Source: an optimization exercise on an open RTL-to-GDS flow (aim: small area and a short achievable clock period). Production flows keep margins and buffers that such runs may drop.
Where RTL was checked, it was by simulation tests only, not by an equivalence proof against the original.
For run 2, only the layout was checked, not whether the RTL still works.

## flow/design.v (module list and top-level ports; edited modules follow where they fit)
// module csa_fa: 10 lines
// module csa_ha: 9 lines
// module iq_upconverter: 1132 lines
module iq_upconverter (
  input  logic        clk,
  input  logic        rstn,
  input  logic        en,
  input  logic [11:0] i_data,
  input  logic [11:0] q_data,
  output logic        if_valid,
  output logic [11:0] if_data
);
  // ...
==> flow/flow/run.sh <==
#!/bin/bash
# Layout: the standard ORFS flow (standard.sh), with two changes:
#  - the port buffers are sky130_fd_sc_hd__buf_4 cells instead of the
#    resizer's default choice (a delay cell);
#  - the repair steps may resize a cell to any drive strength, not only to a
#    cell with the same footprint.
# The output of each tool goes to the ORFS logs under orfs/logs; make's own
# output goes to standard.log here.
set -euo pipefail
bash standard.sh MATCH_CELL_FOOTPRINT=0 \
  "BUFFER_PORTS_ARGS=-buffer_cell sky130_fd_sc_hd__buf_4" \
  finish > standard.log 2>&1
==> flow/standard.sh <==
#!/bin/bash
# synth_recipe.tcl (not shown) runs the flow's synth.tcl, then flattens the netlist and writes it again
# the make line also repeats each setting of config.mk as NAME=value (left out here)
make -C /OpenROAD-flow-scripts/flow DESIGN_CONFIG=/design/flow/config.mk WORK_HOME=/design/flow/orfs CLKGATE_MAP_FILE= SYNTH_SCRIPT=/design/flow/synth_recipe.tcl "${@:-finish}"
==> flow/config.mk <==
export PLATFORM = sky130hd
export DESIGN_NAME = iq_upconverter
export DESIGN_NICKNAME = iq_upconverter
export VERILOG_FILES = /design/flow/design.v
export SDC_FILE = /design/flow/constraint.sdc
export NUM_CORES = 4
export LEC_CHECK = 0
export CAP_MARGIN = 20
export CORE_MARGIN = 2
export CORE_UTILIZATION = 40
export SETUP_SLACK_MARGIN = 3.45
export SLEW_MARGIN = 20
export SYNTH_HIERARCHICAL = 1
==> flow/constraint.sdc <==
create_clock -name core_clock -period 6.0 [get_ports {clk}]
set_input_delay 1.2000 -clock core_clock [delete_from_list [all_inputs] [get_ports {clk}]]
set_output_delay 1.2000 -clock core_clock [all_outputs]
set_load 0.01 [all_outputs]
==> flow_metrics.env, run 1 <==
export IMPL_synth_adder_area_share_pct=28.2
export IMPL_die_h_um=171
export IMPL_nonClkBufAreaFrac_pct=3.78
export IMPL_htree_num_levels=4
export IMPL_fillers=2565
export IMPL_start_util_pct=40.5
export IMPL_routed_wl_um=28100
export IMPL_synth_top_cell_area_share_pct=23.6
export IMPL_routed_via_density=5.39
export IMPL_crit_type="reg -> reg"
export IMPL_synth_compound_area_share_pct=14.9
export IMPL_crit_path_end_kind="flop"
export IMPL_syn_area_per_cell_sq_um=11.4
export IMPL_cts_tree="built"
export IMPL_maxCapViolCount=0
export IMPL_outcome="finished clean"
export IMPL_min_to="s2_23_0$_DFF_P_"
export IMPL_finalHoldViolCount=0
export IMPL_syn2layout_area_growth_pct=17.5
export IMPL_cp_top_family="compound AO/OA/AOI/OAI gates"
export IMPL_worst_slack_ns=3.50
export IMPL_gp_congestion=0.870
export IMPL_yosys_top_cells_count="xnor2_1, a22oi_1, dfxtp_1, fa_1, clkbuf_1"
export IMPL_final_nets=1187
==> inputs of run 2 (changes only) <==
--- a/flow/design.v
+++ b/flow/design.v
@@ -1142,12 +1142,12 @@
   end
   logic [23:0] ra, rb;
   assign ra = {s2_23_0, s2_22_0, hs154, hs153, hs152, hs151, hs150, hs149, hs148, hs147, hs146, hs145, hs144, s2_10_2, 1'b0, 1'b0, 1'b0, 1'b0, 1'b0, 1'b0, 1'b0, 1'b0, 1'b0, 1'b0};
   assign rb = {s2_23_1, hc154, hc153, hc152, hc151, hc150, hc149, hc148, hc147, hc146, hc145, hc144, hc143, hs143, 1'b0, 1'b0, 1'b0, 1'b0, 1'b0, 1'b0, 1'b0, 1'b0, 1'b0, 1'b0};
   logic [23:0] fsum;
   assign fsum = ra + rb;
   logic [12:0] hs;   
   assign hs = fsum[23:11];
-  always_ff @(posedge clk) begin
-    if_data <= (hs[12] == hs[11]) ? hs[11:0] : {hs[12], {11{~hs[12]}}};
-  end
+  logic [12:0] r3;
+  always_ff @(posedge clk) r3 <= hs;
+  assign if_data = (r3[12] == r3[11]) ? r3[11:0] : {r3[12], {11{~r3[12]}}};
 endmodule
==> flow/config.mk (replaced) <==
export PLATFORM = sky130hd
export DESIGN_NAME = iq_upconverter
export DESIGN_NICKNAME = iq_upconverter
export VERILOG_FILES = /design/flow/design.v
export SDC_FILE = /design/flow/constraint.sdc
export NUM_CORES = 4
export LEC_CHECK = 0
export CAP_MARGIN = 20
export CORE_MARGIN = 2
export CORE_UTILIZATION = 40
export CTS_BUF_LIST = sky130_fd_sc_hd__clkbuf_4 sky130_fd_sc_hd__clkbuf_8
export SETUP_SLACK_MARGIN = 3.45
export SLEW_MARGIN = 20
export SYNTH_HIERARCHICAL = 1
==> flow_metrics.env, run 2 <==
export IMPL_synth_seq_cells=178
export IMPL_met1_length_um=13200
export IMPL_dp_hpwl_um=19900
export IMPL_tightestPinTransition_ns=0.865
export IMPL_path_clk_slew_ns=0.10
export IMPL_ys_top_cells_by_area="dfxtp_1, fa_1, xnor2_1"
export IMPL_yosysWarnings=7
export IMPL_yosys_top_cells_count="xnor2_1, a22oi_1, dfxtp_1, fa_1, clkbuf_1"
export IMPL_fmax_mhz=360
export IMPL_crit_path_end_kind="output pin"
export IMPL_rsz0062_at_grt="yes"
export IMPL_clock_latency_ns=0.49
export IMPL_wl_met2_um=13000
export IMPL_r2r_start="ms[1]$_DFF_PN0_"
export IMPL_crit_type="reg -> out"
export IMPL_synth_nets=1207
export IMPL_synth_edf_count=0
export IMPL_fin_setup_tns_ns=0
export IMPL_cp_required_ns=4.80
export IMPL_finalHoldViolCount=0
export IMPL_ys_types=64
export IMPL_synth_top_cell_area_share_pct=23.4
export IMPL_ios=40
export IMPL_routed_wl_um=27800
export IMPL_critPathMaxFanout=8
export IMPL_final_nets=1187
export IMPL_syn2layout_area_growth_pct=13.4
export IMPL_min_path_type="reg -> reg"
export IMPL_synthArstFlopShare_pct=25.3
export IMPL_postLayoutCoreUtil_pct=46.3
export IMPL_synth_ff_type="dfxtp_1"
export IMPL_highest_layer="met4"
export IMPL_core_area_sq_um=27900
export IMPL_syn_area_per_cell_sq_um=11.3
export IMPL_grt_remaining_overflow=0
export IMPL_startpoint="r3[11]$_DFF_P_"
export IMPL_clockBufferDepth=2
export IMPL_maxSlewViolCount=0
export IMPL_skew_ns=0.0313
export IMPL_gp_congestion=0.860
export IMPL_n_antenna_cell=0
export IMPL_dr_wl_met3_um=1150
export IMPL_fin_crit_sh_pct=46.3
export IMPL_cts_tree="built"
export IMPL_vias=7477
export IMPL_outcome="finished clean"
export IMPL_syn_cell_area_sq_um=11400
export IMPL_antenna_found_initial=0
export IMPL_finalSetupViolations=0
export IMPL_htree_num_levels=4
export IMPL_fillers=2524
export IMPL_die_h_um=173
export IMPL_grt_use_total_pct=19.2
export IMPL_routed_via_density=5.44
export IMPL_crit_arrival_ns=1.58
export IMPL_drtAntennaViolNets=0
export IMPL_drive_above_1_share_pct=23.3
export IMPL_numCtsBuffers=17
export IMPL_die_w_um=173
export IMPL_avgRoutedWirePerCell_um=20.2
export IMPL_synth_top_cell_by_area="dfxtp_1"
export IMPL_placementRows=61
export IMPL_top_register="r3"
export IMPL_grt_max_degree=46
export IMPL_cts_sinks=178
export IMPL_drtPass1Iterations=5
export IMPL_grt_pass1_wl_um=44900
export IMPL_root_buffer="clkbuf_8"
export IMPL_finalCriticalPeriod_ns=2.78
export IMPL_max_slew_margin_pct=42.3
export IMPL_final_common_cell="xnor2_1"
export IMPL_port_buffers=39
export IMPL_largest_register_ffs=13
export IMPL_grt_pass1_vias=7757
export IMPL_drc=0
export IMPL_final_cell_mix="xnor2_1, dfxtp_1, fa_1"
export IMPL_hp_start="s1_23_0$_DFF_P_"
export IMPL_maxCapViolCount=0
export IMPL_first_iter_violations=520
export IMPL_die_area_sq_um=29800
export IMPL_postSynthCellCount=1004
export IMPL_ys_seq_area_share_pct=33.4
export IMPL_critPathLaunchType="flop"
export IMPL_yosysMostFrequentCell="xnor2_1"
export IMPL_start_util_pct=40.8
run 2: worst paths after layout:
| path | end | slack (ns) | cells after the start |
|---|---|---|---|
| setup / recovery | if_data[4] | 3.22 | 5 |
| hold / removal | s2_23_0$_DFF_P_ | 0.33 | 0 |
| setup reg to reg | bn1[4]$_DFF_PN1_ | 3.57 | 7 |
| hold reg to reg | s2_23_0$_DFF_P_ | 0.33 | 0 |
| max in group asynchronous | q[0]$_DFF_PN0_ | 4.88 | 1 |
| min in group asynchronous | bt0[1]$_DFF_PN0_ | 0.70 | 1 |
run 2: logic make-up (layout without fill, tap and decap cells):
kind of cell	Yosys count	in the layout	share of synthesized area, %
AO/OA/AOI/OAI	247	250	15.5
XOR/XNOR	185	185	14.4
adder cells (fa/ha/maj)	176	176	27.7
buffers and inverters	120	108	4.44
flip-flops	178	178	33.4
multiplexers	1	1	0.0880
AND/OR/NAND/NOR	97	99	4.41
run 2: area by class of cell:
cell class                      instances  area (sq um)  share of cell area [%]
Tap cell                              378           473                    3.67
Inverter                               26           108                   0.834
Clock inverter                         10          96.3                   0.747
Timing Repair Buffer                   50           462                    3.58
Sequential cell                       178          3810                    29.5
Multi-Input combinational cell        711          7660                    59.4
Clock buffer                           22           290                    2.25
run 2: layer usage:
layer	global-route usage (%)	vias up
met5	0	-
met4	5.77	0
met3	2.84	36
met2	30.7	219
met1	27.0	3813
li1	-	3409
run 2: per-module statistics from Yosys, one instance, submodules excluded:
module / times used / cell area, sq um
csa_fa: 125 / 20.0
csa_ha: 23 / 12.5
iq_upconverter: 1 / 8580
run 2: repair_timing:
action	CTS	global route
cloned	4	1
gates resized for setup	35	15
pin swaps	7	6
buffers inserted	9	2
setup endpoints to repair	51	31
hold buffers	0	0
run 2: through the flow:
stage	cells	area (sq um)	worst slack (ns)	hold WS, ns
finish	1375	12900	3.22	0.334
global route	1375	12900	3.13	0.341
CTS	1372	12800	3.18	0.335
detailed placement	1327	12100	2.47	0.312
global placement	1327	12100	2.51	0.311
floorplan	1004	12000	3.31	0.310
run 2: critical path, stage by stage (launching register included):
cell	delay (ns)
dfxtp_2	0.35
inv_2	0.04
ha_4	0.28
buf_12	0.14
a21o_1	0.16
buf_6	0.12

## afterwards: timing with drivers on the ports
Ports are ideal in the flow. The routed layouts listed here were re-timed in OpenROAD. Step 1: set_driving_cell puts a clkbuf_16 on clk and a buf_2 on each other input, an assumption about the parent block. Step 2 also shifts input and output timing later by t, the mid clock arrival at the registers, as if the neighbouring blocks saw the same clock. Three values: ideal ports, drivers, drivers and shift; two values: the first two.
| run | t, ns | setup WS [ns] | latest minus earliest clock arrival (ns) |
|---|---|---|---|
| run 1 | 0.483 | 3.497 / 3.487 / 3.004 | 0.021 / 0.022 |
| run 2 | 0.514 | 3.221 / 3.177 / 2.982 | 0.031 / 0.031 |
After both steps setup and hold are still met in every run listed. For run 1, which loses most, drivers alone change the setup slack by -0.010 ns; drivers and shift together by -0.493 ns.
